What follows belongs to an exercise in optimizing a design on an open flow for small area; a production flow would make more cautious choices. Only simulation tests tie the RTL to the original design; equivalence was not proved. Power and IR drop assume default switching activity.

<file path="flow/config.mk">
export PLATFORM = sky130hd
export DESIGN_NAME = safe_bus_wrapper
export DESIGN_NICKNAME = safe_bus_wrapper
export VERILOG_FILES = /design/flow/design.v
export SDC_FILE = /design/flow/constraint.sdc
export NUM_CORES = 4
export LEC_CHECK = 0
export CAP_MARGIN = 20
export CORE_AREA = 10 10 460 460
export DIE_AREA = 0 0 470 470
export SLEW_MARGIN = 20
export SYNTH_HIERARCHICAL = 1
</file>
<file path="flow/constraint.sdc">
create_clock -name core_clock -period 7.0 [get_ports {clk_i}]
set_input_delay 1.4000 -clock core_clock [delete_from_list [all_inputs] [get_ports {clk_i}]]
set_output_delay 1.4000 -clock core_clock [all_outputs]
set_load 0.01 [all_outputs]
</file>
<file path="flow/design.v">
`timescale 1ns/1ps
`default_nettype none
module req_slice (
  input  logic [2:0] r_i,      
  input  logic [2:0] own_i,    
  input  logic [2:0] maj_i,    
  output logic [2:0] m_o,      
  output logic       x01_o,    
  output logic       e02_o     
);
  logic maj;
  assign x01_o = r_i[0] ^ r_i[1];
  assign e02_o = ~(r_i[0] ^ r_i[2]);
  assign maj   = x01_o ? r_i[2] : r_i[0];
  assign m_o   = (own_i & r_i) | (maj_i & {3{maj}});
endmodule
module odd_reduce #(
  parameter int N = 140
) (
  input  logic [N-1:0] x01_i,
  input  logic [N-1:0] e02_i,
  output logic [2:0]   odd_o
);
  assign odd_o[0] = |(x01_i & ~e02_i);
  assign odd_o[1] = |(x01_i & e02_i);
  assign odd_o[2] = |(~x01_i & ~e02_i);
endmodule
`default_nettype wire
`timescale 1ns/1ps
`default_nettype none
module rsp_master (
  input  logic [2:0] m_i,
  input  logic [2:0] master_i,
  output logic       mr_n_o
);
  assign mr_n_o = ~|(master_i & m_i);
endmodule
module rsp_out (
  input  logic m_i,
  input  logic own_i,
  input  logic mr_n_i,
  input  logic mst_n_i,
  output logic o_o
);
  assign o_o = (own_i & m_i) | ~(mr_n_i | mst_n_i);
endmodule
module rsp_out_l (
  input  logic m_i,
  input  logic own_i,
  input  logic mr_n_i,
  input  logic mst_n_i,
  input  logic l_i,
  output logic o_o
);
  assign o_o = (own_i & m_i) | ~(mr_n_i | mst_n_i) | l_i;
endmodule
module rsp_slice (
  input  logic [2:0] m_i,
  input  logic [2:0] master_i,
  input  logic [2:0] own_i,
  input  logic [2:0] mst_n_i,
  input  logic [2:0] l_i,
  output logic [2:0] o_o
);
  logic mr_n;
  rsp_master u_mr (.m_i(m_i), .master_i(master_i), .mr_n_o(mr_n));
  for (genvar h = 0; h < 3; h++) begin : gen_h
    rsp_out_l u_o (.m_i(m_i[h]), .own_i(own_i[h]), .mr_n_i(mr_n), .mst_n_i(mst_n_i[h]),
                   .l_i(l_i[h]), .o_o(o_o[h]));
  end
endmodule
module rsp_slice_0 (
  input  logic [2:0] m_i,
  input  logic [2:0] master_i,
  input  logic [2:0] own_i,
  input  logic [2:0] mst_n_i,
  output logic [2:0] o_o
);
  logic mr_n;
  rsp_master u_mr (.m_i(m_i), .master_i(master_i), .mr_n_o(mr_n));
  for (genvar h = 0; h < 3; h++) begin : gen_h
    rsp_out u_o (.m_i(m_i[h]), .own_i(own_i[h]), .mr_n_i(mr_n), .mst_n_i(mst_n_i[h]),
                 .o_o(o_o[h]));
  end
endmodule
`default_nettype wire
`timescale 1ns/1ps
`default_nettype none
module safe_bus_wrapper (
  input  logic                                clk_i,
  input  logic                                rst_ni,
  input  logic [3*70-1:0] hart_instr_req_i,
  output logic [3*34-1:0] hart_instr_rsp_o,
  input  logic [3*70-1:0] hart_data_req_i,
  output logic [3*34-1:0] hart_data_rsp_o,
  output logic [3*70-1:0] mem_instr_req_o,
  input  logic [3*34-1:0] mem_instr_rsp_i,
  output logic [3*70-1:0] mem_data_req_o,
  input  logic [3*34-1:0] mem_data_rsp_i,
  input  logic [3-1:0]             sleep_i,
  input  logic [8-1:0]              cfg_i,
  input  logic                                cfg_valid_i,
  output logic                                tmr_error_o,
  output logic                                dmr_error_o,
  output logic [3-1:0]             tmr_error_id_o
);
  localparam int NH = 3;
  localparam int RQ = 70;
  localparam int RS = 34;
  localparam int DW = 32;
  logic          tmr_q;
  logic [NH-1:0] master_q;
  logic [NH-1:0] iso_q;      
  always_ff @(posedge clk_i or negedge rst_ni) begin
    if (!rst_ni) begin
      tmr_q    <= 1'b0;
      master_q <= 3'b001;
      iso_q    <= 3'b000;
    end else if (cfg_valid_i && (&sleep_i)) begin
      tmr_q    <= cfg_i[6];
      master_q <= cfg_i[5:3];
      iso_q    <= {NH{cfg_i[7]}} & ~cfg_i[2:0];
    end
  end
  logic          dmr;
  logic          single;
  logic [NH-1:0] iso;        
  logic [NH-1:0] own_req;    
  logic [NH-1:0] maj_req;    
  logic [NH-1:0] own_rsp;    
  logic [NH-1:0] mst_rsp_n;  
  assign iso       = iso_q;
  assign dmr       = |iso_q;
  assign single    = !tmr_q && !dmr;
  assign own_req   = {NH{single}} | ({NH{dmr}} & master_q);
  assign maj_req   = {NH{tmr_q}} & master_q;
  assign own_rsp   = {NH{single}} | master_q;
  assign mst_rsp_n = own_rsp | iso;
  logic [NH-1:0] iso_prev_q;
  always_ff @(posedge clk_i or negedge rst_ni) begin
    if (!rst_ni) iso_prev_q <= '0;
    else         iso_prev_q <= iso;
  end
  logic [1:0][NH*RQ-1:0] hreq;
  logic [1:0][NH*RS-1:0] mrsp;
  logic [1:0][NH*RQ-1:0] mreq;
  logic [1:0][NH*RS-1:0] hrsp;
  logic [2*RQ-1:0]       x01, e02;
  logic [NH-1:0]         odd;
  assign hreq[0] = hart_instr_req_i;
  assign hreq[1] = hart_data_req_i;
  assign mrsp[0] = mem_instr_rsp_i;
  assign mrsp[1] = mem_data_rsp_i;
  assign mem_instr_req_o  = mreq[0];
  assign mem_data_req_o   = mreq[1];
  assign hart_instr_rsp_o = hrsp[0];
  assign hart_data_rsp_o  = hrsp[1];
  for (genvar b = 0; b < 2; b++) begin : gen_bus
    localparam logic [DW-1:0] IsoRdata = (b == 0) ? 32'h10500073 : 32'h00000000;
    for (genvar k = 0; k < RQ; k++) begin : gen_req
      req_slice u_req (
        .r_i   ({hreq[b][2*RQ+k], hreq[b][RQ+k], hreq[b][k]}),
        .own_i (own_req),
        .maj_i (maj_req),
        .m_o   ({mreq[b][2*RQ+k], mreq[b][RQ+k], mreq[b][k]}),
        .x01_o (x01[b*RQ+k]),
        .e02_o (e02[b*RQ+k])
      );
    end
    logic [NH-1:0] hreq_v, rv_q;
    for (genvar h = 0; h < NH; h++) begin : gen_hart
      assign hreq_v[h] = hreq[b][h*RQ + 69];
    end
    for (genvar k = 0; k < DW; k++) begin : gen_rdata
      if (IsoRdata[k]) begin : g_one
        rsp_slice u_rsp (
          .m_i      ({mrsp[b][2*RS+k], mrsp[b][RS+k], mrsp[b][k]}),
          .master_i (master_q),
          .own_i    (own_rsp),
          .mst_n_i  (mst_rsp_n),
          .l_i      (iso),
          .o_o      ({hrsp[b][2*RS+k], hrsp[b][RS+k], hrsp[b][k]})
        );
      end else begin : g_zero
        rsp_slice_0 u_rsp (
          .m_i      ({mrsp[b][2*RS+k], mrsp[b][RS+k], mrsp[b][k]}),
          .master_i (master_q),
          .own_i    (own_rsp),
          .mst_n_i  (mst_rsp_n),
          .o_o      ({hrsp[b][2*RS+k], hrsp[b][RS+k], hrsp[b][k]})
        );
      end
    end
    rsp_slice u_gnt (
      .m_i      ({mrsp[b][2*RS+33], mrsp[b][RS+33], mrsp[b][33]}),
      .master_i (master_q),
      .own_i    (own_rsp),
      .mst_n_i  (mst_rsp_n),
      .l_i      (iso & hreq_v),
      .o_o      ({hrsp[b][2*RS+33], hrsp[b][RS+33], hrsp[b][33]})
    );
    rsp_slice u_rvalid (
      .m_i      ({mrsp[b][2*RS+32], mrsp[b][RS+32],
                  mrsp[b][32]}),
      .master_i (master_q),
      .own_i    (own_rsp),
      .mst_n_i  (mst_rsp_n),
      .l_i      (iso & rv_q),
      .o_o      ({hrsp[b][2*RS+32], hrsp[b][RS+32],
                  hrsp[b][32]})
    );
    for (genvar h = 0; h < NH; h++) begin : gen_iso
      always_ff @(posedge clk_i or negedge rst_ni) begin
        if (!rst_ni) begin
          rv_q[h] <= 1'b0;
        end else if (!iso[h]) begin
          rv_q[h] <= (hreq_v[h] && hrsp[b][h*RS + 33]) ||
                     (rv_q[h] && !iso_prev_q[h] && !hrsp[b][h*RS + 32]);
        end else begin
          rv_q[h] <= hreq_v[h];
        end
      end
    end
  end
  odd_reduce #(.N(2*RQ)) u_odd (
    .x01_i (x01),
    .e02_i (e02),
    .odd_o (odd)
  );
  assign tmr_error_id_o = {NH{tmr_q}} & odd;
  assign tmr_error_o    = tmr_q && (|odd);
  assign dmr_error_o    = |(~iso_q & odd) && dmr;
endmodule
`default_nettype wire
</file>
<file path="flow/flow/run.sh">
#!/bin/bash
# Own layout flow: the standard synthesis, gate sizing down to the
# smallest variant of each combinational cell, then the standard layout
# with one sky130_fd_sc_hd__buf_1 buffer on every input and output port.
set -euo pipefail
WORK=$(pwd)
RES=$WORK/orfs/results/$FLOW_PLATFORM/safe_bus_wrapper/base

bash standard.sh synth > log_1_synth.txt 2>&1

cat > downsize_run.tcl <<EOT
read_db $RES/1_synth.odb
source $WORK/flow/downsize.tcl
write_db $RES/1_synth.odb
EOT
openroad -no_init -exit downsize_run.tcl > log_2_downsize.txt 2>&1

export BUFFER_PORTS_ARGS="-buffer_cell sky130_fd_sc_hd__buf_1"
bash standard.sh > log_3_layout.txt 2>&1
</file>
<file path="flow/flow/downsize.tcl">
# Gate sizing before floorplan: every combinational cell of the synthesized
# netlist goes to the smallest-area variant of its own function (same cell
# family, other drive strength); later repair steps size up where timing needs.
set db [ord::get_db]
set block [ord::get_db_block]
set masters {}
foreach lib [$db getLibs] {
  foreach m [$lib getMasters] {
    set n [$m getName]
    # The platform marks the low-power and probe cells do not use
    if {[regexp {lpflow|probe} $n]} { continue }
    if {[regexp {^(sky130_fd_sc_hd__.+)_([0-9]+)$} $n -> base drive]} {
      set area [expr {[$m getWidth] * [$m getHeight]}]
      if {![dict exists $masters $base] ||
          $area < [lindex [dict get $masters $base] 1] ||
          ($area == [lindex [dict get $masters $base] 1] &&
           $drive > [lindex [dict get $masters $base] 2])} {
        dict set masters $base [list $m $area $drive]
      }
    }
  }
}
set swapped 0
foreach inst [$block getInsts] {
  set m [$inst getMaster]
  set n [$m getName]
  # Registers and tie cells keep their cells
  if {[regexp {^sky130_fd_sc_hd__(df|dl|sdf|edf|conb)} $n]} { continue }
  if {![regexp {^(sky130_fd_sc_hd__.+)_([0-9]+)$} $n -> base drive]} { continue }
  if {![dict exists $masters $base]} { continue }
  set best [lindex [dict get $masters $base] 0]
  if {[$best getName] ne $n} {
    if {[$inst swapMaster $best]} { incr swapped } else { puts "could not swap [$inst getName] $n" }
  }
}
puts "downsized $swapped instances"
</file>
<file path="flow/standard.sh">
#!/bin/bash
# synth_recipe.tcl (not shown) runs the flow's synth.tcl, then flattens the netlist and writes it again
# the make line also repeats each setting of config.mk as NAME=value (left out here)
make -C /OpenROAD-flow-scripts/flow DESIGN_CONFIG=/design/flow/config.mk WORK_HOME=/design/flow/orfs CLKGATE_MAP_FILE= SYNTH_SCRIPT=/design/flow/synth_recipe.tcl "${@:-finish}"
</file>
==> flow_summary.yaml, run 1 <==
outcome:
  status: "complete, no violations"
grt:
  grt_pass1_vias: 24290
  grt_max_degree: 77
  grt_antenna_before_repair: 252
  grt_pass1_wl_mm: 333.1
  grt_overflow: 0
  grt.total_usage: 0.2342
final_layout:
  fin_area_um2: 22920
  fill_cells: 23950
  final_cell_mix: "1,266 x buf_1, 440 x a22o_1, 168 x o2bb2ai_1"
  multi_input_area_um2: 12770
  final_common_cell: "buf_1"
  drive_gt1_frac: 0.08405
  nets: 3673
  syn_to_final_growth_pct: 71.46
  seqCellArea_um2: 412.9
yosys:
  syn-num-nets: 2301
  netlist_instances: 1663
  postSynthAreaPerCell_um2: 8.039
  ys_warn_count: 7
  synth_area_um2: 13370
power:
  leakagePower_nw: 6.791
  power.density_nw_per_um2: 294.9
  ir_drop_v: 0.0002301
sta:
  rsz0062_at_grt: "false"
  tightestPinTransition_ns: 1.301
  maxClockFrequency_mhz: 148.5
  slew_headroom: 0.1266
  slew_violations: 0
  fin_skew_ns: 0.001879
  fin_crit_ns: 6.735
  finalHoldViolCount: 0
  setup_violations: 0
  fin_crit_sh: 0.9621
  finalSetupTns_ns: 0
floorplan:
  io_pins: 1267
  fp.dieW_um: 470
  num_rows: 165
  core_area_um2: 201900
  die_y_um: 470
  die-area_um2: 220900
  start_util: 0.06621
drt:
  post_drt_via_cell_ratio: 4.426
  firstDrtPassIters: 6
  drc: 0
  initialDrtViolationCount: 3260
  wire_per_inst_um: 47.61
  wl_mm: 276.3
  vias: 25690
  antenna_left: 0
worst_setup_path:
  worstSetupStartpointType: "input port"
  critPathKind: "in -> out"
  cp_data_required_time_ns: 5.60
  critPathMaxFanout: 4
  cp_data_arrival_time_ns: 5.33
  cp-end-kind: "primary output"
placed_design:
  place.gp.congestion: 1.048
  place_area_um2: 22580
  dp_hpwl_mm: 249.3
  io_buffers: 1266
clock_tree:
  postCtsHoldBufs: 0
  cts_made_buffers: 3
  cts_root_buf: "clkbuf_16"
  cts_tree: "yes"
  cts_sinks: 16
  cts_resized: 0
  clkTransAtPathRegs_ns: 0.05
  clk_latency_ns: 0.25
  cts_setup_buffers: 0
  clockBufferDepth: 2
  cts_max_level: 1
worst_hold_path:
  hold_path.class: "reg -> reg"
run:
  drv_cap: 0
[report_power, final]
part	switching (W)	total [W]	leakage, nW	internal (W)
Combinational	0.00481	0.00646	6.55	0.00164
Sequential	0.0000599	0.000178	0.198	0.000119
Clock	0.0000377	0.000125	0.0448	0.0000869
[registers in the layout (all words and copies together), names as in the netlist]
name          cells
master_q          3
iso_prev_q        3
iso_q             3
gen_bus.rv_q      6
tmr_q             1
[worst max-delay path, stage by stage]
cell and delay (ns):
buf_1 0.21, xor2_1 0.33, a22o_1 0.39, a221oi_1 0.84
nand4_1 0.17, nor3_1 0.49, nand4_1 0.37, buf_4 0.26
and2_1 0.17, or3_1 0.45, buf_1 0.24
[worst paths after layout]
| path | from | to | slack, ns | cells past startpoint |
|---|---|---|---|---|
| min | iso_prev_q[1]$_DFF_PN0_ | gen_bus[1].rv_q[1]$_DFF_PN0_ | 0.47 | 1 |
| min in group asynchronous | rst_ni | iso_q[1]$_DFFE_PN0P_ | 1.29 | 1 |
| max in group asynchronous | rst_ni | master_q[2]$_DFFE_PN0P_ | 5.01 | 1 |
| max reg2reg | tmr_q$_DFFE_PN0P_ | gen_bus[1].rv_q[2]$_DFF_PN0_ | 3.85 | 7 |
| max | hart_data_req_i[37] | tmr_error_o | 0.27 | 11 |
| min reg2reg | iso_prev_q[1]$_DFF_PN0_ | gen_bus[1].rv_q[1]$_DFF_PN0_ | 0.47 | 1 |
[routing by layer]
layer,up-vias,global-route usage,wire (um)
met1,12860,0.3024,119000
met4,92,0.07329,8953
li1,10060,-,-
met2,2247,0.3370,112600
met3,427,0.1158,35190
met5,-,0,589
[final cells by class]
cell class / instances / area share
Inverter: 105 / 0.01719
Tap cell: 2672 / 0.1459
Clock buffer: 4 / 0.003876
Sequential cell: 16 / 0.01801
Antenna cell: 98 / 0.01070
Multi-Input combinational cell: 1537 / 0.5573
Timing Repair Buffer: 1372 / 0.2471
[stage by stage]
stage | util | power [W] | worst slack [ns] | hold WS, ns | std cells
2_1_floorplan | - | 0.002808 | 1.282 | 0.4342 | 1663
6_report | 0.1135 | 0.006760 | 0.2654 | 0.4702 | 5804
5_1_grt | 0.1129 | 0.007021 | 0.1052 | 0.4916 | 5757
3_3_place_gp | 0.1106 | 0.006579 | -0.9852 | 0.4610 | 5692
3_5_place_dp | 0.1118 | 0.006569 | 0.09946 | 0.4668 | 5701
4_1_cts | 0.1123 | 0.006722 | 0.1085 | 0.4734 | 5705
==> run 2: changes to the inputs <==
--- a/flow/design.v
+++ b/flow/design.v
@@ -2,2 +2,15 @@
 `default_nettype none
+module maj3 (
+  input  logic [2:0] r_i,
+  output logic       y_o
+);
+  assign y_o = (r_i[0] & r_i[1]) | (r_i[1] & r_i[2]) | (r_i[0] & r_i[2]);
+endmodule
+module diff2 (
+  input  logic a_i,
+  input  logic b_i,
+  output logic y_o
+);
+  assign y_o = a_i ^ b_i;
+endmodule
 module req_slice (
@@ -7,21 +20,18 @@
   output logic [2:0] m_o,      
-  output logic       x01_o,    
-  output logic       e02_o     
+  output logic [2:0] odd_o     
 );
   logic maj;
-  assign x01_o = r_i[0] ^ r_i[1];
-  assign e02_o = ~(r_i[0] ^ r_i[2]);
-  assign maj   = x01_o ? r_i[2] : r_i[0];
-  assign m_o   = (own_i & r_i) | (maj_i & {3{maj}});
-endmodule
-module odd_reduce #(
-  parameter int N = 140
+  maj3 u_maj (.r_i(r_i), .y_o(maj));
+  for (genvar h = 0; h < 3; h++) begin : gen_h
+    diff2 u_diff (.a_i(r_i[h]), .b_i(maj), .y_o(odd_o[h]));
+  end
+  assign m_o = (own_i & r_i) | (maj_i & {3{maj}});
+endmodule
+module any_high #(
+  parameter int N = 2
 ) (
-  input  logic [N-1:0] x01_i,
-  input  logic [N-1:0] e02_i,
-  output logic [2:0]   odd_o
-);
-  assign odd_o[0] = |(x01_i & ~e02_i);
-  assign odd_o[1] = |(x01_i & e02_i);
-  assign odd_o[2] = |(~x01_i & ~e02_i);
+  input  logic [N-1:0] p_i,
+  output logic         y_o
+);
+  assign y_o = |p_i;
 endmodule
@@ -147,3 +157,3 @@
   logic [1:0][NH*RS-1:0] hrsp;
-  logic [2*RQ-1:0]       x01, e02;
+  logic [NH-1:0][2*RQ-1:0] odd_bits;
   logic [NH-1:0]         odd;
@@ -165,4 +175,3 @@
         .m_o   ({mreq[b][2*RQ+k], mreq[b][RQ+k], mreq[b][k]}),
-        .x01_o (x01[b*RQ+k]),
-        .e02_o (e02[b*RQ+k])
+        .odd_o ({odd_bits[2][b*RQ+k], odd_bits[1][b*RQ+k], odd_bits[0][b*RQ+k]})
       );
@@ -224,7 +233,5 @@
   end
-  odd_reduce #(.N(2*RQ)) u_odd (
-    .x01_i (x01),
-    .e02_i (e02),
-    .odd_o (odd)
-  );
+  for (genvar h = 0; h < NH; h++) begin : gen_odd
+    any_high #(.N(2*RQ)) u_odd (.p_i(odd_bits[h]), .y_o(odd[h]));
+  end
   assign tmr_error_id_o = {NH{tmr_q}} & odd;
==> run 2 against run 1 <==
  * Clock-buffer cell count did not move
  * Worst hold slack got worse by 0.0025 ns
  * Synthesized cell count fell by 8.3%
  * Combinational power fell by 8.7%
  * Critical path depth did not move
  * Wire length fell by 16%
  * Worst setup slack improved by 0.073 ns
  * Still clean
  * First-iteration DRC count fell by 6.7%
  * Cell area fell by 3.8%
  * Sequential share of layout area rose by 0.071 points
  * Die area did not move
  * Cell count fell by 3.7%
  * Highest routed layer unchanged
  * Largest power group unchanged
==> flow_summary.yaml, run 2 <==
drt:
  wire_per_inst_um: 41.63
  post_drt_via_cell_ratio: 4.163
  wl_mm: 232.8
  initialDrtViolationCount: 3040
  drc: 0
  firstDrtPassIters: 6
  antenna_left: 0
  vias: 23280
worst_setup_path:
  cp_data_arrival_time_ns: 5.26
  r2r_setup_slack_ns: 4.05
  cp-end-kind: "primary output"
  r2r-end: "gen_bus[0].rv_q[2]$_DFF_PN0_"
  critPathKind: "in -> out"
  cp-endpoint: "dmr_error_o"
  rr_worst_depth: 7
  critPathMaxFanout: 6
  worstSetupStartpointType: "input port"
  cp_data_required_time_ns: 5.60
  crit_start: "hart_data_req_i[145]"
  r2r-start: "iso_q[1]$_DFFE_PN0P_"
final_layout:
  seqCellArea_um2: 412.9
  final_cell_mix: "1,261 x buf_1, 420 x a22o_1, 420 x xor2_1"
  multi_input_area_um2: 12640
  syn_to_final_growth_pct: 69.41
  fin_util: 0.1092
  top_register: "gen_bus.rv_q"
  fill_cells: 23980
  drive_gt1_frac: 0.03571
  final_common_cell: "buf_1"
  nets: 3495
  largest_register_ffs: 6
grt:
  grt.total_usage: 0.1965
  grt_max_degree: 74
  grt_pass1_wl_mm: 283.3
  grt_antenna_before_repair: 170
  grt_pass1_vias: 22130
  grt_overflow: 0
floorplan:
  start_util: 0.06446
  num_rows: 165
  die_y_um: 470
  io_pins: 1267
  die-area_um2: 220900
  fp.dieW_um: 470
  core_area_um2: 201900
sta:
  hold_ws_ns: 0.4676
  maxClockFrequency_mhz: 150.1
  rsz0062_at_grt: "false"
  setup_violations: 0
  tightestPinTransition_ns: 1.015
  fin_skew_ns: 0.001754
  finalHoldViolCount: 0
  finalSetupTns_ns: 0
  slew_violations: 0
  slew_headroom: 0.3173
  fin_crit_sh: 0.9517
  fin_crit_ns: 6.662
clock_tree:
  postCtsHoldBufs: 0
  cts_max_level: 1
  cts_root_buf: "clkbuf_16"
  cts_setup_buffers: 0
  clkTransAtPathRegs_ns: 0.05
  clk_latency_ns: 0.24
  cts_tree: "yes"
  cts_sinks: 16
  cts_made_buffers: 3
  clockBufferDepth: 2
power:
  leakagePower_nw: 6.556
  power.density_nw_per_um2: 281.8
  ir_drop_v: 0.0001513
  fin_total_pwr_w: 0.006213
placed_design:
  dp_hpwl_mm: 211.6
  place.gp.congestion: 1.042
  io_buffers: 1266
yosys:
  netlist_instances: 1525
  synth_area_um2: 13010
  syn-num-nets: 2163
  ys_warn_count: 7
  postSynthAreaPerCell_um2: 8.534
worst_hold_path:
  hold_path.class: "reg -> reg"
  hold_depth: 1
run:
  drv_cap: 0
outcome:
  status: "complete, no violations"
==> run 2: worst max-delay path, stage by stage <==
cell     delay, ns
buf_1         0.11
maj3_1        0.46
xor2_1        0.22
nor4_1        0.78
nand4_1       0.35
nor4_1        0.72
nand3_1       0.22
nor2b_1       0.21
a22oi_1       0.20
nand3_1       0.32
buf_12        0.26
==> run 2: stage by stage <==
step	instance area [um^2]	worst slack, ns	std cells
final	22050	0.3382	5592
after global routing	21950	0.01691	5552
after CTS	21890	0.04918	5528
after detailed placement	21800	-0.05024	5524
after global placement	21800	-0.1282	5524
after floorplan	13020	1.292	1525
==> run 2: cell type report <==
cell class	instances	area share
Antenna cell	64	0.007264
Clock buffer	4	0.004029
Timing Repair Buffer	1332	0.2440
Inverter	7	0.001192
Sequential cell	16	0.01873
Tap cell	2672	0.1516
Multi-Input combinational cell	1497	0.5732
==> run 2: worst min-delay path by stage <==
stage | end | from | slack, ns
3_3_place_gp | gen_bus[1].rv_q[1]$_DFF_PN0_ | iso_prev_q[1]$_DFF_PN0_ | 0.46
6_report | gen_bus[0].rv_q[1]$_DFF_PN0_ | iso_prev_q[1]$_DFF_PN0_ | 0.47
4_1_cts | gen_bus[0].rv_q[1]$_DFF_PN0_ | iso_prev_q[1]$_DFF_PN0_ | 0.47
2_1_floorplan | gen_bus[0].rv_q[0]$_DFF_PN0_ | iso_prev_q[0]$_DFF_PN0_ | 0.43
3_5_place_dp | gen_bus[0].rv_q[1]$_DFF_PN0_ | iso_prev_q[1]$_DFF_PN0_ | 0.46
5_1_grt | gen_bus[1].rv_q[1]$_DFF_PN0_ | iso_prev_q[1]$_DFF_PN0_ | 0.49
==> run 2: where the power goes <==
group | switching, W | internal [W]
clock | 0.0000358 | 0.0000868
sequential | 0.0000734 | 0.000119
combinational | 0.00435 | 0.00155
==> run 2: repair_timing <==
item / in CTS / in global routing
setup endpoints to repair: 1 / 0
endpoints found under the hold margin: 0 / 0
gates resized for setup: 1 / 0
==> run 2: metal layers <==
| layer | GRT usage | vias to the layer above | wire [um] |
|---|---|---|---|
| met1 | 0.2203 | 11500 | 87760 |
| met5 | 0 | - | 507 |
| li1 | - | 9382 | - |
| met2 | 0.3061 | 1975 | 100200 |
| met4 | 0.06681 | 74 | 10230 |
| met3 | 0.1192 | 354 | 34160 |
==> run 3: changes to the inputs <==
--- a/flow/design.v
+++ b/flow/design.v
@@ -8,8 +8,7 @@
 endmodule
-module diff2 (
+module inv1 (
   input  logic a_i,
-  input  logic b_i,
   output logic y_o
 );
-  assign y_o = a_i ^ b_i;
+  assign y_o = ~a_i;
 endmodule
@@ -20,3 +19,3 @@
   output logic [2:0] m_o,      
-  output logic [2:0] odd_o     
+  output logic       maj_n_o   
 );
@@ -24,6 +23,21 @@
   maj3 u_maj (.r_i(r_i), .y_o(maj));
-  for (genvar h = 0; h < 3; h++) begin : gen_h
-    diff2 u_diff (.a_i(r_i[h]), .b_i(maj), .y_o(odd_o[h]));
-  end
+  inv1 u_inv (.a_i(maj), .y_o(maj_n_o));
   assign m_o = (own_i & r_i) | (maj_i & {3{maj}});
+endmodule
+module odd_pair (
+  input  logic [1:0] r_i,
+  input  logic [1:0] maj_n_i,
+  output logic       up_n_o,
+  output logic       dn_o
+);
+  assign up_n_o = ~((r_i[0] & maj_n_i[0]) | (r_i[1] & maj_n_i[1]));
+  assign dn_o   = ~((r_i[0] | maj_n_i[0]) & (r_i[1] | maj_n_i[1]));
+endmodule
+module any_low #(
+  parameter int N = 2
+) (
+  input  logic [N-1:0] n_i,
+  output logic         y_o
+);
+  assign y_o = ~&n_i;
 endmodule
@@ -157,3 +171,4 @@
   logic [1:0][NH*RS-1:0] hrsp;
-  logic [NH-1:0][2*RQ-1:0] odd_bits;
+  logic [2*RQ-1:0]       maj_n;
+  logic [NH-1:0][RQ-1:0] up_n, dn;
   logic [NH-1:0]         odd;
@@ -175,3 +190,3 @@
         .m_o   ({mreq[b][2*RQ+k], mreq[b][RQ+k], mreq[b][k]}),
-        .odd_o ({odd_bits[2][b*RQ+k], odd_bits[1][b*RQ+k], odd_bits[0][b*RQ+k]})
+        .maj_n_o (maj_n[b*RQ+k])
       );
@@ -234,3 +249,16 @@
   for (genvar h = 0; h < NH; h++) begin : gen_odd
-    any_high #(.N(2*RQ)) u_odd (.p_i(odd_bits[h]), .y_o(odd[h]));
+    logic [2*RQ-1:0] rh;
+    logic            any_up, any_dn;
+    assign rh = {hreq[1][h*RQ +: RQ], hreq[0][h*RQ +: RQ]};
+    for (genvar k = 0; k < RQ; k++) begin : gen_pair
+      odd_pair u_pair (
+        .r_i     (rh[2*k +: 2]),
+        .maj_n_i (maj_n[2*k +: 2]),
+        .up_n_o  (up_n[h][k]),
+        .dn_o    (dn[h][k])
+      );
+    end
+    any_low  #(.N(RQ)) u_up (.n_i(up_n[h]), .y_o(any_up));
+    any_high #(.N(RQ)) u_dn (.p_i(dn[h]), .y_o(any_dn));
+    assign odd[h] = any_up | any_dn;
   end
==> run 3 against run 2 <==
  * Critical path depth did not move
  * Worst hold slack improved by 0.063 ns
  * Flip-flop and latch count did not move
  * Global-route usage rose by 1.5 points
  * Die area did not move
  * Combinational power rose by 4.4%
  * Sequential share of layout area barely moved
  * Core utilization fell by 0.093 points
  * Non-clock buffer count rose by 16
  * Clock power rose by 6%
  * Synthesized cell count rose by 8.5%
  * Critical endpoint is now tmr_error_o
  * Largest power group unchanged
  * Highest routed layer unchanged
==> flow_summary.yaml, run 3 <==
sta:
  slew_headroom: 0.2831
  finalSetupTns_ns: 0
  finalHoldViolCount: 0
  tightestPinTransition_ns: 1.075
  maxClockFrequency_mhz: 150.8
  fin_skew_ns: 0.005531
  slew_violations: 0
  rsz0062_at_grt: "false"
  fin_crit_ns: 6.629
  setup_violations: 0
  fin_crit_sh: 0.9471
run:
  drv_cap: 0
grt:
  grt_use_met2: 0.2963
  use_met1: 0.2386
  grt_pass1_wl_mm: 305.6
  grt_pass1_vias: 24650
  grt_overflow: 0
  grt.total_usage: 0.2112
  global_route.peak_usage_layer: "met2"
  grt_max_degree: 84
  grt_antenna_before_repair: 187
  use_met3: 0.1748
final_layout:
  seqCellArea_um2: 412.9
  largest_register_ffs: 6
  nets: 3643
  fin_util: 0.1083
  drive_gt1_frac: 0.08722
  fill_cells: 24060
  syn_to_final_growth_pct: 71.57
  top_register: "gen_bus.rv_q"
  multi_input_area_um2: 11870
  final_cell_mix: "1,265 x buf_1, 420 x a22o_1, 210 x a22oi_1, 210 x o22ai_1, 168 x o2bb2ai_1"
  final_common_cell: "buf_1"
drt:
  wire_per_inst_um: 43.80
  vias: 26760
  antenna_left: 0
  post_drt_via_cell_ratio: 4.658
  initialDrtViolationCount: 4666
  firstDrtPassIters: 9
  wl_mm: 251.6
  drc: 0
clock_tree:
  cts_resized: 0
  cts_max_level: 1
  cts_sinks: 16
  cts_tree: "yes"
  cts_setup_buffers: 0
  clockBufferDepth: 2
  clk_latency_ns: 0.25
  cts_made_buffers: 3
  clkTransAtPathRegs_ns: 0.06
  cts_root_buf: "clkbuf_16"
  postCtsHoldBufs: 0
worst_hold_path:
  min_from: "gen_bus[0].rv_q[0]$_DFF_PN0_"
  hold_path.class: "reg -> reg"
power:
  leakagePower_nw: 6.228
  ir_drop_v: 0.0001295
  power.density_nw_per_um2: 298.1
yosys:
  syn-num-nets: 2293
  ys_warn_count: 7
  synth_area_um2: 12740
  netlist_instances: 1655
  postSynthAreaPerCell_um2: 7.698
floorplan:
  core_area_um2: 201900
  num_rows: 165
  die_y_um: 470
  fp.dieW_um: 470
  io_pins: 1267
  start_util: 0.06310
  die-area_um2: 220900
worst_setup_path:
  max_stage_delay_ns: 0.97
  cp_data_required_time_ns: 5.60
  critPathKind: "in -> out"
  cp_slowest_cell: "nor4_2"
  path_cells: "buf_1 -> maj3_1 -> inv_2 -> a22oi_1 -> nand4_1 -> nor4_2 -> nand4_1 -> or3_1 -> o21a_1 -> or3_1 -> buf_1"
  crit_start: "hart_data_req_i[152]"
  worstSetupStartpointType: "input port"
  cp-end-kind: "primary output"
  r2r-start: "iso_q[1]$_DFFE_PN0P_"
  cp_data_arrival_time_ns: 5.23
  critPathMaxFanout: 6
placed_design:
  place.gp.congestion: 1.027
  io_buffers: 1266
  dp_hpwl_mm: 227.6
outcome:
  status: "complete, no violations"
==> run 3: final timing paths <==
kind | to | slack [ns] | depth (start not counted)
worst min-delay path | gen_bus[0].rv_q[0]$_DFF_PN0_ | 0.53 | 2
worst max register to register | gen_bus[1].rv_q[1]$_DFF_PN0_ | 3.97 | 7
max in group asynchronous | master_q[2]$_DFFE_PN0P_ | 5.53 | 1
worst min register to register | gen_bus[0].rv_q[0]$_DFF_PN0_ | 0.53 | 2
worst max-delay path | tmr_error_o | 0.37 | 11
min in group asynchronous | gen_bus[0].rv_q[0]$_DFF_PN0_ | 1.10 | 1
==> run 3: through the flow <==
step / power, W / std cells / area [um^2] / setup WS, ns / hold slack [ns]
finish: 0.006517 / 5744 / 21860 / 0.3705 / 0.5308
global route: 0.006817 / 5695 / 21740 / 0.2686 / 0.5455
CTS: 0.006473 / 5676 / 21690 / 0.4666 / 0.5327
detailed placement: 0.006317 / 5672 / 21600 / 0.4715 / 0.5241
global placement: 0.006342 / 5672 / 21590 / 0.2626 / 0.5164
floorplan: 0.002781 / 1655 / 12740 / 1.290 / 0.4342
==> run 3: final cells by class <==
cell class | count | share of cell area
diodes | 68 | 0.007784
repair buffers | 1348 | 0.2485
multi-input cells | 1490 | 0.5428
inverters | 146 | 0.02507
well taps | 2672 | 0.1529
clock buffers | 4 | 0.004064
flip-flops and latches | 16 | 0.01889
==> run 3: critical path: cells and delay by family <==
family                     cells  cell delay [ns]
AOI/OAI and AO/OA              2             0.44
adders and majority gates      1             0.43
buffers and inverters          3             0.58
and+or+nand+nor                5             2.36
==> run 3: power breakdown <==
group          total (W)  internal (W)  switching, W
logic            0.00616       0.00161       0.00456
registers       0.000226      0.000119      0.000107
clock network   0.000130     0.0000871     0.0000426
==> run 3: metal layers <==
metal	routed length [um]	up-vias
met5	1061	-
met4	10020	160
met3	50390	540
met2	97750	2601
met1	92370	12930
li1	-	10530
==> run 4: changes to the inputs <==
--- a/flow/design.v
+++ b/flow/design.v
@@ -137,2 +137,6 @@
   logic [NH-1:0] iso_q;      
+  logic          cfg_load;
+  logic [NH-1:0] iso_d;      
+  assign cfg_load = cfg_valid_i && (&sleep_i);
+  assign iso_d    = cfg_load ? ({NH{cfg_i[7]}} & ~cfg_i[2:0]) : iso_q;
   always_ff @(posedge clk_i or negedge rst_ni) begin
@@ -142,6 +146,8 @@
       iso_q    <= 3'b000;
-    end else if (cfg_valid_i && (&sleep_i)) begin
-      tmr_q    <= cfg_i[6];
-      master_q <= cfg_i[5:3];
-      iso_q    <= {NH{cfg_i[7]}} & ~cfg_i[2:0];
+    end else begin
+      if (cfg_load) begin
+        tmr_q    <= cfg_i[6];
+        master_q <= cfg_i[5:3];
+      end
+      iso_q <= iso_d;
     end
@@ -162,7 +168,2 @@
   assign mst_rsp_n = own_rsp | iso;
-  logic [NH-1:0] iso_prev_q;
-  always_ff @(posedge clk_i or negedge rst_ni) begin
-    if (!rst_ni) iso_prev_q <= '0;
-    else         iso_prev_q <= iso;
-  end
   logic [1:0][NH*RQ-1:0] hreq;
@@ -241,5 +242,5 @@
           rv_q[h] <= (hreq_v[h] && hrsp[b][h*RS + 33]) ||
-                     (rv_q[h] && !iso_prev_q[h] && !hrsp[b][h*RS + 32]);
+                     (rv_q[h] && !hrsp[b][h*RS + 32]);
         end else begin
-          rv_q[h] <= hreq_v[h];
+          rv_q[h] <= hreq_v[h] && iso_d[h];
         end
--- a/flow/config.mk
+++ b/flow/config.mk
@@ -9,2 +9,3 @@
 export CORE_AREA = 10 10 460 460
+export CTS_BUF_LIST = sky130_fd_sc_hd__clkbuf_2 sky130_fd_sc_hd__clkbuf_4
 export DIE_AREA = 0 0 470 470
==> run 4 against run 3 <==
  * Via count barely moved
  * Register-to-register slack got worse by 0.35 ns
  * Wire length up 2.4%
  * Die area is the same
  * Still clean on timing, DRC and antenna
  * Sequential share of layout area fell by 0.33 points
  * Total power is 18% lower
  * Worst setup slack better by 0.16 ns
  * Fmax grew 2.5%
  * Non-clock buffer count down 1
==> flow_summary.yaml, run 4 <==
power:
  power.density_nw_per_um2: 246.1
  ir_drop_v: 0.0001365
  leakagePower_nw: 6.128
sta:
  slew_violations: 0
  finalHoldViolCount: 0
  finalSetupTns_ns: 0
  hold_ws_ns: 0.5691
  maxClockFrequency_mhz: 154.6
  slew_headroom: 0.1174
  fin_skew_ns: 0.002007
  setup_violations: 0
  rsz0062_at_grt: "false"
  fin_crit_ns: 6.469
  fin_crit_sh: 0.9241
  tightestPinTransition_ns: 1.312
  layout_setup_ws_ns: 0.5311
clock_tree:
  clk_latency_ns: 0.28
  cts_resized: 0
  cts_sinks: 13
  cts_root_buf: "clkbuf_4"
  cts_made_buffers: 3
  postCtsHoldBufs: 0
  cts_max_level: 1
  clockBufferDepth: 2
  cts_setup_buffers: 0
  clkTransAtPathRegs_ns: 0.08
  cts_tree: "yes"
floorplan:
  die-area_um2: 220900
  io_pins: 1267
  die_y_um: 470
  start_util: 0.06279
  core_area_um2: 201900
  fp.dieW_um: 470
  num_rows: 165
final_layout:
  largest_register_ffs: 6
  syn_to_final_growth_pct: 71.40
  fin_area_um2: 21730
  fill_cells: 24030
  final_cell_mix: "1,260 x buf_1, 420 x a22o_1, 216 x o22ai_1"
  reg_top3: "gen_bus.rv_q: 6 flops, iso_q: 3 flops, master_q: 3 flops"
  final_common_cell: "buf_1"
  nets: 3659
  top_register: "gen_bus.rv_q"
  finalNonFillerCells: 5747
  drive_gt1_frac: 0.08709
yosys:
  syn-num-nets: 2311
  synth_area_um2: 12680
  ys_warn_count: 7
  netlist_instances: 1673
  postSynthAreaPerCell_um2: 7.578
grt:
  grt_pass1_vias: 25030
  grt_max_degree: 76
  grt.total_usage: 0.2160
  grt_pass1_wl_mm: 313.2
  grt_antenna_before_repair: 111
  grt_overflow: 0
drt:
  wl_mm: 257.7
  initialDrtViolationCount: 4157
  antenna_left: 0
  drc: 0
  vias: 26760
  firstDrtPassIters: 7
  wire_per_inst_um: 44.84
  post_drt_via_cell_ratio: 4.656
placed_design:
  place_ws_ns: 0.5526
  place.gp.congestion: 1.055
  post-place-cells: 5687
  place_area_um2: 21560
  dp_hpwl_mm: 232.8
  io_buffers: 1266
worst_setup_path:
  cp_data_arrival_time_ns: 5.07
  cp_slowest_cell: "buf_1"
  cp-end-kind: "primary output"
  critPathKind: "in -> out"
  crit_family: "simple AND/OR/NAND/NOR gates"
  worstSetupStartpointType: "input port"
  cp_data_required_time_ns: 5.60
  critPathMaxFanout: 6
  crit_buf_inv: 6
  max_stage_delay_ns: 0.53
  crit_path_frequent_cell: "buf_4"
  path_cells: "buf_1 -> maj3_1 -> inv_2 -> a22oi_1 -> buf_4 -> nand4_1 -> nor4_1 -> buf_4 -> nand4_1 -> or3_1 -> nor2_1 -> buf_4 -> nor2b_1 -> or3_1 -> buf_1"
worst_hold_path:
  hold_path.class: "reg -> reg"
outcome:
  status: "complete, no violations"
run:
  drv_cap: 0
==> run 4: routing by layer <==
| layer | track usage | vias up | share of wire |
|---|---|---|---|
| met1 | 0.2182 | 13200 | 0.33 |
| met5 | 0 | - | 0.0013 |
| met4 | 0.1159 | 48 | 0.069 |
| met2 | 0.3352 | 2548 | 0.43 |
| met3 | 0.1459 | 429 | 0.17 |
| li1 | - | 10540 | - |
==> run 4: tightest hold or removal path: cells and delay by family, from the launching register on <==
kind | cells | cell delay, ns
flip-flops | 1 | 0.38
AND/OR/NAND/NOR | 1 | 0.08
AO/OA/AOI/OAI | 1 | 0.07
==> run 4: layout make-up <==
class | count | area [um^2] | area share
repair buffers | 1347 | 5455 | 0.2510
diodes | 55 | 137.6 | 0.006333
multi-input cells | 1505 | 11860 | 0.5458
clock buffers | 4 | 30.03 | 0.001382
inverters | 151 | 566.8 | 0.02608
flip-flops and latches | 13 | 337.8 | 0.01555
well taps | 2672 | 3343 | 0.1538
==> run 4: final timing paths <==
check	startpoint	endpoint	slack, ns	depth (start not counted)
max	hart_instr_req_i[74]	tmr_error_o	0.53	15
min	gen_bus[1].rv_q[0]$_DFF_PN0_	gen_bus[1].rv_q[0]$_DFF_PN0_	0.57	2
max reg2reg	iso_q[1]$_DFF_PN0_	gen_bus[1].rv_q[2]$_DFF_PN0_	3.62	7
min reg2reg	gen_bus[1].rv_q[0]$_DFF_PN0_	gen_bus[1].rv_q[0]$_DFF_PN0_	0.57	2
max in group asynchronous	rst_ni	master_q[1]$_DFFE_PN0N_	5.26	1
min in group asynchronous	rst_ni	gen_bus[1].rv_q[1]$_DFF_PN0_	1.17	1
==> run 4: power breakdown <==
group	total, W	internal [W]	switching (W)
logic	0.00518	0.00126	0.00391
registers	0.000122	0.0000965	0.0000250
clock network	0.0000511	0.0000260	0.0000251
total	0.00535	0.00138	0.00396
==> run 4: per-stage QoR <==
stage | util | total power [W]
floorplan | - | 0.002216
global placement | 0.1068 | 0.005301
detailed placement | 0.1068 | 0.005273
CTS | 0.1069 | 0.005346
global route | 0.1072 | 0.005572
finish | 0.1076 | 0.005348
==> run 5: changes to the inputs <==
--- a/flow/config.mk
+++ b/flow/config.mk
@@ -11,2 +11,3 @@
 export DIE_AREA = 0 0 470 470
+export PLACE_DENSITY = 0.8
 export SLEW_MARGIN = 20
==> run 5 against run 4 <==
  * The layout now fails its checks (slew limit)
  * Via count increased by 1.2%
  * Cell count increased by 0.38%
  * Sequential share of layout area about the same
  * Sequential power grew 48%
  * Cell area increased by 0.75%
  * Flip-flop and latch count stayed put
  * Clock-buffer cell count unchanged
  * Worst setup slack got worse by 0.28 ns
  * Register-to-register slack got worse by 0.04 ns
  * Critical path type unchanged
  * Critical endpoint unchanged
  * Largest cell class unchanged
  * Largest power group unchanged
==> flow_summary.yaml, run 5 <==
outcome:
  status: "complete, but fails checks"
  check.faults: "slew limit"
final_layout:
  fin_util: 0.1084
  drive_gt1_frac: 0.09184
  fill_cells: 24010
  fin_area_um2: 21890
  seqCellArea_um2: 337.8
  largest_register_ffs: 6
  final_cell_mix: "1,266 x buf_1, 420 x a22o_1, 216 x o22ai_1"
  multi_input_area_um2: 11940
  top_register: "gen_bus.rv_q"
  finalNonFillerCells: 5769
  nets: 3666
  final_common_cell: "buf_1"
  reg_top3: "gen_bus.rv_q: 6 flops, iso_q: 3 flops, master_q: 3 flops"
  syn_to_final_growth_pct: 72.68
floorplan:
  die_y_um: 470
  start_util: 0.06279
  core_area_um2: 201900
  die-area_um2: 220900
  fp.dieW_um: 470
  num_rows: 165
  io_pins: 1267
worst_hold_path:
  hold_depth: 2
  min_from: "gen_bus[1].rv_q[0]$_DFF_PN0_"
  hold_path.class: "reg -> reg"
  whs_endpoint: "gen_bus[1].rv_q[0]$_DFF_PN0_"
sta:
  finalSetupTns_ns: 0
  fin_skew_ns: 0.009393
  fin_crit_sh: 0.9648
  rsz0062_at_grt: "false"
  setup_violations: 0
  tightestPinTransition_ns: 1.527
  finalHoldViolCount: 0
  slew_headroom: -0.01821
  slew_violations: 32
  maxClockFrequency_mhz: 148.1
  fin_crit_ns: 6.753
clock_tree:
  cts_sinks: 13
  cts_tree: "yes"
  clkTransAtPathRegs_ns: 0.09
  cts_root_buf: "clkbuf_4"
  cts_max_level: 1
  clk_latency_ns: 0.28
  cts_made_buffers: 3
  clockBufferDepth: 2
  cts_setup_buffers: 0
worst_setup_path:
  worstSetupStartpointType: "input port"
  r2r_setup_slack_ns: 3.58
  r2r-start: "iso_q[0]$_DFF_PN0_"
  cp_data_arrival_time_ns: 5.35
  r2r-end: "gen_bus[0].rv_q[2]$_DFF_PN0_"
  critPathKind: "in -> out"
  rr_worst_depth: 9
  cp-end-kind: "primary output"
  cp_data_required_time_ns: 5.60
  critPathMaxFanout: 6
drt:
  antenna_left: 0
  post_drt_via_cell_ratio: 4.694
  vias: 27080
  wire_per_inst_um: 47.05
  drc: 0
  wl_mm: 271.4
  firstDrtPassIters: 9
  initialDrtViolationCount: 4307
placed_design:
  dp_hpwl_mm: 246.1
  place_area_um2: 21680
  io_buffers: 1266
  place.gp.congestion: 1.087
  post-place-cells: 5695
yosys:
  ys_warn_count: 7
  netlist_instances: 1673
  syn-num-nets: 2311
  postSynthAreaPerCell_um2: 7.578
  synth_area_um2: 12680
power:
  power.density_nw_per_um2: 241.1
  leakagePower_nw: 6.152
  ir_drop_v: 0.0001693
grt:
  grt_overflow: 0
  grt_pass1_vias: 25060
  grt.total_usage: 0.2286
  grt_max_degree: 141
  grt_pass1_wl_mm: 327.4
  grt_antenna_before_repair: 199
run:
  drv_cap: 0
## run 5: how the worst max path moves through the flow
stage                            startpoint                   to  slack, ns  cells past startpoint
floorplan           master_q[1]$_DFFE_PN0N_  mem_data_req_o[100]       1.29                      2
global placement      hart_instr_req_i[146]          tmr_error_o      -1.16                     12
detailed placement     hart_instr_req_i[69]          tmr_error_o      -0.13                     13
CTS                   hart_instr_req_i[146]          tmr_error_o      0.008                     14
global route          hart_instr_req_i[146]          tmr_error_o       0.11                     14
finish                  hart_data_req_i[43]          tmr_error_o       0.25                     14
## run 5: report_power, final
group	total (W)	leakage [nW]	internal, W	switching [W]
clock network	0.0000513	0.0188	0.0000260	0.0000253
registers	0.000180	0.154	0.0000967	0.0000829
logic	0.00505	5.98	0.00126	0.00379
total	0.00528	6.15	0.00138	0.00390
## run 5: critical path, cell delays in order
cell	delay (ns)
buf_1	0.26
maj3_1	0.32
inv_2	0.09
a22oi_1	0.45
nand4_1	0.26
buf_4	0.23
nor4_1	0.47
buf_4	0.21
nand4_1	0.15
or3_1	0.37
nor2_2	0.25
nor2b_1	0.10
or3_1	0.56
buf_1	0.20
## run 5: final cells by class
type	instances	area share
flip-flops and latches	13	0.01543
clock buffers	4	0.001372
diodes	70	0.008001
repair buffers	1354	0.2512
inverters	151	0.02589
multi-input cells	1505	0.5454
well taps	2672	0.1527
## run 5: through the flow
stage	hold WS [ns]	total power (W)	setup slack, ns
global placement	0.5351	0.005218	-1.162
global route	0.5684	0.005507	0.1063
CTS	0.5521	0.005287	0.007771
floorplan	0.5194	0.002216	1.287
finish	0.5563	0.005277	0.2467
detailed placement	0.5381	0.005211	-0.1283
## run 5: timing repair
item | 4_1_cts | 5_1_grt
endpoints found under the hold margin | 0 | 0
setup endpoints to repair | 1 | 1
hold buffers | 0 | 0
pin swaps | 1 | 0
gates resized for setup | 2 | 1
## run 5: routing by layer
metal	GRT usage	vias up	share of wire
met5	0	-	0.0030
met4	0.1070	128	0.061
met3	0.1692	602	0.17
met2	0.3608	2580	0.44
met1	0.2233	13180	0.33
li1	-	10590	-
==> run 6: changes to the inputs <==
--- a/flow/config.mk
+++ b/flow/config.mk
@@ -8,6 +8,5 @@
 export CAP_MARGIN = 20
-export CORE_AREA = 10 10 460 460
+export CORE_AREA = 10 10 430 430
 export CTS_BUF_LIST = sky130_fd_sc_hd__clkbuf_2 sky130_fd_sc_hd__clkbuf_4
-export DIE_AREA = 0 0 470 470
-export PLACE_DENSITY = 0.8
+export DIE_AREA = 0 0 440 440
 export SLEW_MARGIN = 20
==> run 6 against run 5 <==
  * Now clean on timing, DRC and antenna
  * Cell count fell by 5.9%
  * Critical endpoint unchanged
  * Critical path depth fell by 1
  * Cell area fell by 2.7%
  * Worst setup slack improved by 0.51 ns
  * Worst hold slack got worse by 0.0013 ns
  * Fmax rose by 8.2%
  * Total power fell by 5.0%
  * Via count fell by 3.1%
  * Global-route usage fell by 2.1 points
  * Synthesized cell count did not move
  * Area after synthesis did not move
  * Combinational power fell by 4.6%
==> flow_summary.yaml, run 6 <==
clock_tree:
  cts_tree: "yes"
  cts_setup_buffers: 0
  postCtsHoldBufs: 0
  cts_resized: 0
  cts_sinks: 13
  clk_latency_ns: 0.28
  cts_max_level: 1
  cts_root_buf: "clkbuf_4"
  clkTransAtPathRegs_ns: 0.08
  cts_made_buffers: 3
  clockBufferDepth: 2
sta:
  rsz0062_at_grt: "false"
  fin_crit_ns: 6.244
  fin_skew_ns: 0.004892
  fin_crit_sh: 0.8920
  tightestPinTransition_ns: 1.047
  finalSetupTns_ns: 0
  slew_violations: 0
  setup_violations: 0
  maxClockFrequency_mhz: 160.2
  slew_headroom: 0.3018
  finalHoldViolCount: 0
worst_setup_path:
  worstSetupStartpointType: "input port"
  critPathMaxFanout: 6
  cp_data_required_time_ns: 5.60
  cp-end-kind: "primary output"
  path_cells: "buf_1 -> maj3_1 -> inv_2 -> a22oi_1 -> nand4_1 -> nor4_2 -> buf_4 -> nand4_1 -> or3_1 -> nor2_1 -> nor2b_1 -> or3_1 -> buf_1"
  critPathKind: "in -> out"
  cp_data_arrival_time_ns: 4.84
  crit_family: "simple AND/OR/NAND/NOR gates"
  max_stage_delay_ns: 0.48
  cp_slowest_cell: "or3_1"
  crit_buf_inv: 4
final_layout:
  final_cell_mix: "1,266 x buf_1, 420 x a22o_1, 215 x o22ai_1, 215 x a22oi_1, 169 x o2bb2ai_1"
  drive_gt1_frac: 0.08413
  reg_top3: "gen_bus.rv_q: 6 flops, iso_q: 3 flops, master_q: 3 flops"
  final_common_cell: "buf_1"
  largest_register_ffs: 6
  fin_area_um2: 21300
  top_register: "gen_bus.rv_q"
  syn_to_final_growth_pct: 67.97
  nets: 3658
floorplan:
  die_y_um: 440
  num_rows: 154
  start_util: 0.07215
  fp.dieW_um: 440
  io_pins: 1267
  core_area_um2: 175700
  die-area_um2: 193600
drt:
  initialDrtViolationCount: 5045
  wl_mm: 219.9
  antenna_left: 0
  vias: 26250
  wire_per_inst_um: 40.52
  drc: 0
  firstDrtPassIters: 12
  post_drt_via_cell_ratio: 4.837
outcome:
  status: "complete, no violations"
yosys:
  postSynthAreaPerCell_um2: 7.578
  syn-num-nets: 2311
  netlist_instances: 1673
  synth_area_um2: 12680
  ys_warn_count: 7
placed_design:
  place_area_um2: 21100
  place.gp.congestion: 1.121
  dp_hpwl_mm: 195.0
  io_buffers: 1266
grt:
  grt_pass1_wl_mm: 267.2
  grt_pass1_vias: 23650
  grt_overflow: 0
  grt.total_usage: 0.2073
  grt_antenna_before_repair: 114
  grt_max_degree: 141
worst_hold_path:
  hold_path.class: "reg -> reg"
run:
  drv_cap: 0
power:
  leakagePower_nw: 6.102
  power.density_nw_per_um2: 235.4
  ir_drop_v: 0.0001740
==> run 6: path summary, 6_finish.rpt <==
kind | endpoint | cells after the start | slack [ns] | startpoint
worst max-delay path | tmr_error_o | 13 | 0.76 | hart_data_req_i[129]
worst min-delay path | gen_bus[1].rv_q[0]$_DFF_PN0_ | 2 | 0.55 | gen_bus[1].rv_q[0]$_DFF_PN0_
worst max register to register | gen_bus[0].rv_q[0]$_DFF_PN0_ | 8 | 3.86 | iso_q[0]$_DFF_PN0_
worst min register to register | gen_bus[1].rv_q[0]$_DFF_PN0_ | 2 | 0.55 | gen_bus[1].rv_q[0]$_DFF_PN0_
max in group asynchronous | master_q[1]$_DFFE_PN0N_ | 1 | 5.31 | rst_ni
min in group asynchronous | gen_bus[1].rv_q[2]$_DFF_PN0_ | 1 | 1.15 | rst_ni
==> run 6: worst min-delay path, cell delays in order (launching register included) <==
cell	delay, ns
dfrtp_1	0.38
nand2b_1	0.07
o22ai_1	0.07
==> run 6: through the flow <==
step                power (W)  utilization  cells  setup WS [ns]  hold WS (ns)
floorplan            0.002216            -   1673          1.287        0.5194
global placement     0.004906       0.1199   5353         0.7286        0.5365
detailed placement   0.004889       0.1200   5355         0.7273        0.5390
CTS                  0.004958       0.1202   5359         0.7150        0.5502
global route         0.005232       0.1207   5391         0.6491        0.5853
finish               0.005014       0.1212   5427         0.7559        0.5550
==> run 6: report_power, final <==
group	total, W	internal, W	switching (W)
combinational	0.00482	0.00125	0.00357
clock	0.0000502	0.0000260	0.0000242
sequential	0.000140	0.0000966	0.0000436
total	0.00501	0.00137	0.00364
==> run 6: routing by layer <==
metal | vias to the layer above | GRT usage | routed length [um] | part of all wire
met5 | - | 0 | 352 | 0.0016
met4 | 52 | 0.1047 | 13330 | 0.061
met3 | 470 | 0.1583 | 42020 | 0.19
met2 | 2457 | 0.3139 | 94440 | 0.43
met1 | 12730 | 0.2071 | 69770 | 0.32
li1 | 10550 | - | - | -
==> run 6: layout make-up <==
type | instances | area (um^2)
diodes | 68 | 170.2
multi-input cells | 1505 | 11850
flip-flops and latches | 13 | 337.8
fillers | 20870 | 154400
repair buffers | 1346 | 5415
clock buffers | 4 | 30.03
well taps | 2340 | 2928
inverters | 151 | 566.8
==> run 7: changes to the inputs <==
--- a/flow/config.mk
+++ b/flow/config.mk
@@ -11,2 +11,3 @@
 export DIE_AREA = 0 0 440 440
+export GPL_ROUTABILITY_DRIVEN = 0
 export SLEW_MARGIN = 20
==> run 7 against run 6 <==
  * Critical path depth did not move
  * Register-to-register slack lost 0.26 ns
  * Clock skew rose by 0.0039 ns
  * Combinational power barely moved
  * Sequential power is 4% higher
  * Cell count is 0.17% higher
  * Core utilization about the same
  * Clock-buffer cell count is the same
  * Cell area is essentially flat
  * Die area stayed put
  * First-iteration DRC count rose by 10%
  * Highest routed layer unchanged
==> flow_summary.yaml, run 7 <==
outcome:
  status: "complete, no violations"
power:
  leakagePower_nw: 6.071
  ir_drop_v: 0.0001947
  power.density_nw_per_um2: 234.8
floorplan:
  core_area_um2: 175700
  num_rows: 154
  die-area_um2: 193600
  start_util: 0.07215
  fp.dieW_um: 440
  die_y_um: 440
  io_pins: 1267
clock_tree:
  cts_root_buf: "clkbuf_4"
  cts_resized: 0
  cts_max_level: 1
  cts_tree: "yes"
  cts_setup_buffers: 0
  clkTransAtPathRegs_ns: 0.07
  clk_latency_ns: 0.28
  postCtsHoldBufs: 0
  cts_sinks: 13
  clockBufferDepth: 2
  cts_made_buffers: 3
final_layout:
  seqCellArea_um2: 337.8
  nets: 3653
  largest_register_ffs: 6
  final_common_cell: "buf_1"
  multi_input_area_um2: 11840
  top_register: "gen_bus.rv_q"
  fin_util: 0.1211
  fill_cells: 20800
  drive_gt1_frac: 0.08228
  syn_to_final_growth_pct: 67.80
  final_cell_mix: "1,266 x buf_1, 420 x a22o_1, 216 x o22ai_1"
  reg_top3: "gen_bus.rv_q: 6 flops, iso_q: 3 flops, master_q: 3 flops"
worst_setup_path:
  cp_data_required_time_ns: 5.60
  cp-end-kind: "primary output"
  rr_worst_depth: 9
  r2r_setup_slack_ns: 3.60
  crit_start: "hart_data_req_i[180]"
  critPathKind: "in -> out"
  cp-endpoint: "tmr_error_o"
  critPathMaxFanout: 6
  r2r-end: "gen_bus[1].rv_q[2]$_DFF_PN0_"
  cp_data_arrival_time_ns: 4.87
  worstSetupStartpointType: "input port"
  r2r-start: "iso_q[0]$_DFF_PN0_"
run:
  drv_cap: 0
sta:
  tightestPinTransition_ns: 1.109
  slew_headroom: 0.2608
  setup_violations: 0
  slew_violations: 0
  finalSetupTns_ns: 0
  fin_skew_ns: 0.008806
  layout_setup_ws_ns: 0.7250
  finalHoldViolCount: 0
  fin_crit_sh: 0.8964
  fin_crit_ns: 6.275
  maxClockFrequency_mhz: 159.4
  rsz0062_at_grt: "false"
drt:
  antenna_left: 0
  firstDrtPassIters: 13
  post_drt_via_cell_ratio: 4.936
  wl_mm: 216.9
  vias: 26830
  wire_per_inst_um: 39.89
  drc: 0
  initialDrtViolationCount: 5566
grt:
  grt_max_degree: 76
  grt_overflow: 0
  grt_pass1_wl_mm: 263.8
  grt_pass1_vias: 23860
  grt.total_usage: 0.2040
  grt_antenna_before_repair: 114
yosys:
  postSynthAreaPerCell_um2: 7.578
  netlist_instances: 1673
  syn-num-nets: 2311
  ys_warn_count: 7
  synth_area_um2: 12680
placed_design:
  place_ws_ns: 0.4897
  io_buffers: 1266
  dp_hpwl_mm: 192.1
worst_hold_path:
  hold_path.class: "reg -> reg"
==> run 7: where the power goes <==
| part | internal [W] | total (W) | leakage (nW) | switching, W |
|---|---|---|---|---|
| logic | 0.00124 | 0.00480 | 5.90 | 0.00356 |
| registers | 0.0000966 | 0.000145 | 0.154 | 0.0000480 |
| clock network | 0.0000260 | 0.0000501 | 0.0189 | 0.0000242 |
| total | 0.00137 | 0.00500 | 6.07 | 0.00363 |
==> run 7: worst max-delay path, stage by stage <==
cell and delay [ns]:
buf_1 0.25, maj3_1 0.33, inv_2 0.09, a22oi_1 0.18, nand4_1 0.39, nor4_1 0.73, buf_4 0.22, nand4_1 0.08
or3_1 0.34, nor2_1 0.15, nor2b_1 0.08, or3_1 0.40, buf_1 0.22
==> run 7: layout make-up <==
class | instances | area share
Timing Repair Buffer | 1341 | 0.2522
Tap cell | 2340 | 0.1376
Multi-Input combinational cell | 1505 | 0.5566
Clock buffer | 4 | 0.001412
Antenna cell | 82 | 0.009645
Sequential cell | 13 | 0.01588
Inverter | 151 | 0.02664
==> run 7: per-stage QoR <==
stage / power (W) / instance area, um^2 / cells / hold WS, ns
floorplan: 0.002216 / 12680 / 1673 / 0.5194
global placement: 0.004865 / 21040 / 5350 / 0.5372
detailed placement: 0.004857 / 21040 / 5350 / 0.5413
CTS: 0.004929 / 21070 / 5354 / 0.5527
global route: 0.005200 / 21200 / 5405 / 0.6047
finish: 0.004995 / 21270 / 5436 / 0.5545
==> run 7: worst min-delay path by stage <==
stage,startpoint,endpoint,slack (ns),depth (start not counted)
after floorplan,gen_bus[1].rv_q[0]$_DFF_PN0_,gen_bus[1].rv_q[0]$_DFF_PN0_,0.52,2
after global placement,gen_bus[1].rv_q[0]$_DFF_PN0_,gen_bus[1].rv_q[0]$_DFF_PN0_,0.54,2
after detailed placement,gen_bus[1].rv_q[0]$_DFF_PN0_,gen_bus[1].rv_q[0]$_DFF_PN0_,0.54,2
after CTS,gen_bus[1].rv_q[0]$_DFF_PN0_,gen_bus[1].rv_q[0]$_DFF_PN0_,0.55,2
after global routing,gen_bus[1].rv_q[0]$_DFF_PN0_,gen_bus[1].rv_q[0]$_DFF_PN0_,0.60,2
final,gen_bus[1].rv_q[0]$_DFF_PN0_,gen_bus[1].rv_q[0]$_DFF_PN0_,0.55,2
==> run 7: layer usage <==
layer | part of all wire | track usage
met5 | 0.0034 | 0.01836
met4 | 0.065 | 0.1079
met3 | 0.20 | 0.1618
met2 | 0.43 | 0.3065
met1 | 0.30 | 0.1987
==> run 8: changes to the inputs <==
--- a/flow/config.mk
+++ b/flow/config.mk
@@ -8,6 +8,5 @@
 export CAP_MARGIN = 20
-export CORE_AREA = 10 10 430 430
+export CORE_AREA = 10 10 490 370
 export CTS_BUF_LIST = sky130_fd_sc_hd__clkbuf_2 sky130_fd_sc_hd__clkbuf_4
-export DIE_AREA = 0 0 440 440
-export GPL_ROUTABILITY_DRIVEN = 0
+export DIE_AREA = 0 0 500 380
 export SLEW_MARGIN = 20
==> run 8 against run 7 <==
  * Total power up 2.3%
  * Sequential share of layout area about the same
  * Clock-buffer cell count unchanged
  * Largest cell class unchanged
==> flow_summary.yaml, run 8 <==
outcome:
  status: "complete, no violations"
final_layout:
  drive_gt1_frac: 0.08477
  largest_register_ffs: 6
  top_register: "gen_bus.rv_q"
  syn_to_final_growth_pct: 67.19
  fill_cells: 20530
  reg_top3: "gen_bus.rv_q: 6 flops, iso_q: 3 flops, master_q: 3 flops"
  final_cell_mix: "1,263 x buf_1, 420 x a22o_1, 216 x o22ai_1"
  final_common_cell: "buf_1"
  nets: 3659
  fin_util: 0.1231
  finalNonFillerCells: 5351
  fin_area_um2: 21200
drt:
  vias: 26190
  wl_mm: 226.6
  firstDrtPassIters: 9
  post_drt_via_cell_ratio: 4.895
  drc: 0
  initialDrtViolationCount: 4435
  wire_per_inst_um: 42.35
  antenna_left: 0
floorplan:
  io_pins: 1267
  die_y_um: 380
  start_util: 0.07360
  die-area_um2: 190000
  fp.dieW_um: 500
  num_rows: 132
  core_area_um2: 172300
clock_tree:
  clockBufferDepth: 2
  cts_tree: "yes"
  postCtsHoldBufs: 0
  cts_sinks: 13
  cts_resized: 0
  clk_latency_ns: 0.28
  cts_setup_buffers: 0
  cts_max_level: 1
  clkTransAtPathRegs_ns: 0.08
  cts_made_buffers: 3
  cts_root_buf: "clkbuf_4"
yosys:
  synth_area_um2: 12680
  syn-num-nets: 2311
  ys_warn_count: 7
  netlist_instances: 1673
  postSynthAreaPerCell_um2: 7.578
worst_setup_path:
  cp_data_required_time_ns: 5.60
  critPathMaxFanout: 6
  r2r-start: "iso_q[0]$_DFF_PN0_"
  critPathKind: "in -> out"
  cp_data_arrival_time_ns: 5.34
  worstSetupStartpointType: "input port"
  cp-end-kind: "primary output"
  crit_start: "hart_instr_req_i[71]"
sta:
  fin_crit_sh: 0.9631
  finalSetupTns_ns: 0
  fin_crit_ns: 6.742
  rsz0062_at_grt: "false"
  slew_violations: 0
  tightestPinTransition_ns: 1.114
  finalHoldViolCount: 0
  setup_violations: 0
  slew_headroom: 0.2575
  hold_ws_ns: 0.5549
  fin_skew_ns: 0.006258
  maxClockFrequency_mhz: 148.3
grt:
  grt_pass1_vias: 23880
  grt.total_usage: 0.2208
  grt_max_degree: 69
  grt_pass1_wl_mm: 280.0
  grt_overflow: 0
  grt_antenna_before_repair: 158
power:
  power.density_nw_per_um2: 241.1
  ir_drop_v: 0.0001154
  leakagePower_nw: 6.134
placed_design:
  post-place-cells: 5294
  io_buffers: 1266
  place.gp.congestion: 1.156
  dp_hpwl_mm: 202.8
  place_area_um2: 21030
run:
  drv_cap: 0
worst_hold_path:
  hold_path.class: "reg -> reg"
  min_from: "gen_bus[1].rv_q[0]$_DFF_PN0_"
## run 8: changes by cell type in the layout (fill, tap and decap cells not counted), sizes merged
cell,delta
buf,+6
diode,-29
## run 8: power breakdown
group / total, W / internal, W / leakage (nW) / switching [W]
Sequential: 0.000110 / 0.0000947 / 0.154 / 0.0000154
Combinational: 0.00495 / 0.00128 / 5.96 / 0.00367
Clock: 0.0000501 / 0.0000260 / 0.0187 / 0.0000242
Total: 0.00511 / 0.00140 / 6.13 / 0.00371
## run 8: final timing paths
kind / endpoint / slack [ns] / cells after the start
max: tmr_error_o / 0.26 / 12
min: gen_bus[1].rv_q[0]$_DFF_PN0_ / 0.55 / 2
max reg2reg: gen_bus[0].rv_q[1]$_DFF_PN0_ / 3.67 / 9
min reg2reg: gen_bus[1].rv_q[0]$_DFF_PN0_ / 0.55 / 2
max in group asynchronous: master_q[1]$_DFFE_PN0N_ / 5.35 / 1
min in group asynchronous: tmr_q$_DFFE_PN0N_ / 1.16 / 1
## run 8: metal layers
layer,up-vias,GRT usage,wire (um)
met3,435,0.1239,31920
met2,2249,0.3118,90790
li1,10540,-,-
met4,122,0.07999,9933
met1,12840,0.2769,93230
met5,-,0,764
## run 8: area by class of cell
cell class	count	area (um^2)	share of cell area
Timing Repair Buffer	1347	5472	0.2581
Antenna cell	53	132.6	0.006257
Tap cell	2278	2850	0.1345
Multi-Input combinational cell	1505	11820	0.5575
Sequential cell	13	329.1	0.01552
Clock buffer	4	30.03	0.001417
Inverter	151	566.8	0.02674
## run 8: per-stage QoR
step | total power, W | setup slack [ns]
floorplan | 0.002216 | 1.287
global placement | 0.004995 | 0.3244
detailed placement | 0.004950 | 0.3937
CTS | 0.005020 | 0.3922
global route | 0.005258 | 0.1681
finish | 0.005111 | 0.2581
## run 8: worst max-delay path, stage by stage
cell and delay (ns):
buf_1 0.17, maj3_1 0.47, inv_2 0.15, o22ai_1 0.10, nor4_1 0.78, nand4_1 0.32, nor4_1 0.89, nand3_1 0.16
nor2_1 0.21, nor2b_1 0.09, or3_1 0.40, buf_12 0.18

-- static timing again, ports no longer ideal --
How much do the figures lean on ideal ports? The routed layouts below were timed once more, with nothing changed but the port constraints.
Step 1: set_driving_cell puts a clkbuf_16 on clk_i and a buf_2 on each other input, an assumption about the parent block.
Step 2 adds t to the input delays and takes it off the output delays; t is the mean of the earliest and latest rising clock arrival at the registers after step 1. Input paths then give back, and output paths get back, about the clock's delay inside the block.
a / b / c = ideal / step 1 / step 2; a / b = the first two.
run | t, ns | setup slack, ns | hold slack, ns | clock arrival spread, ns | worst register clock-pin slew, ns
run 1 | 0.282 | 0.265 / 0.150 / 0.150 | 0.470 / 0.470 / 0.470 | 0.002 / 0.002 | 0.05 / 0.05
run 2 | 0.274 | 0.338 / 0.272 / 0.272 | 0.468 / 0.468 / 0.468 | 0.001 / 0.002 | 0.05 / 0.05
run 3 | 0.285 | 0.371 / 0.289 / 0.289 | 0.531 / 0.531 / 0.531 | 0.005 / 0.006 | 0.06 / 0.06
run 4 | 0.296 | 0.531 / 0.457 / 0.457 | 0.569 / 0.569 / 0.569 | 0.002 / 0.002 | 0.08 / 0.08
run 5 | 0.297 | 0.247 / 0.203 / 0.203 | 0.556 / 0.556 / 0.556 | 0.009 / 0.009 | 0.09 / 0.09
run 6 | 0.303 | 0.756 / 0.718 / 0.718 | 0.555 / 0.555 / 0.555 | 0.005 / 0.005 | 0.08 / 0.08
run 7 | 0.300 | 0.725 / 0.658 / 0.658 | 0.555 / 0.555 / 0.555 | 0.009 / 0.008 | 0.08 / 0.08
run 8 | 0.307 | 0.258 / 0.130 / 0.130 | 0.555 / 0.555 / 0.555 | 0.006 / 0.006 | 0.08 / 0.08
For run 8, which loses most, drivers alone change the setup slack by -0.128 ns; drivers and shift together by -0.128 ns.
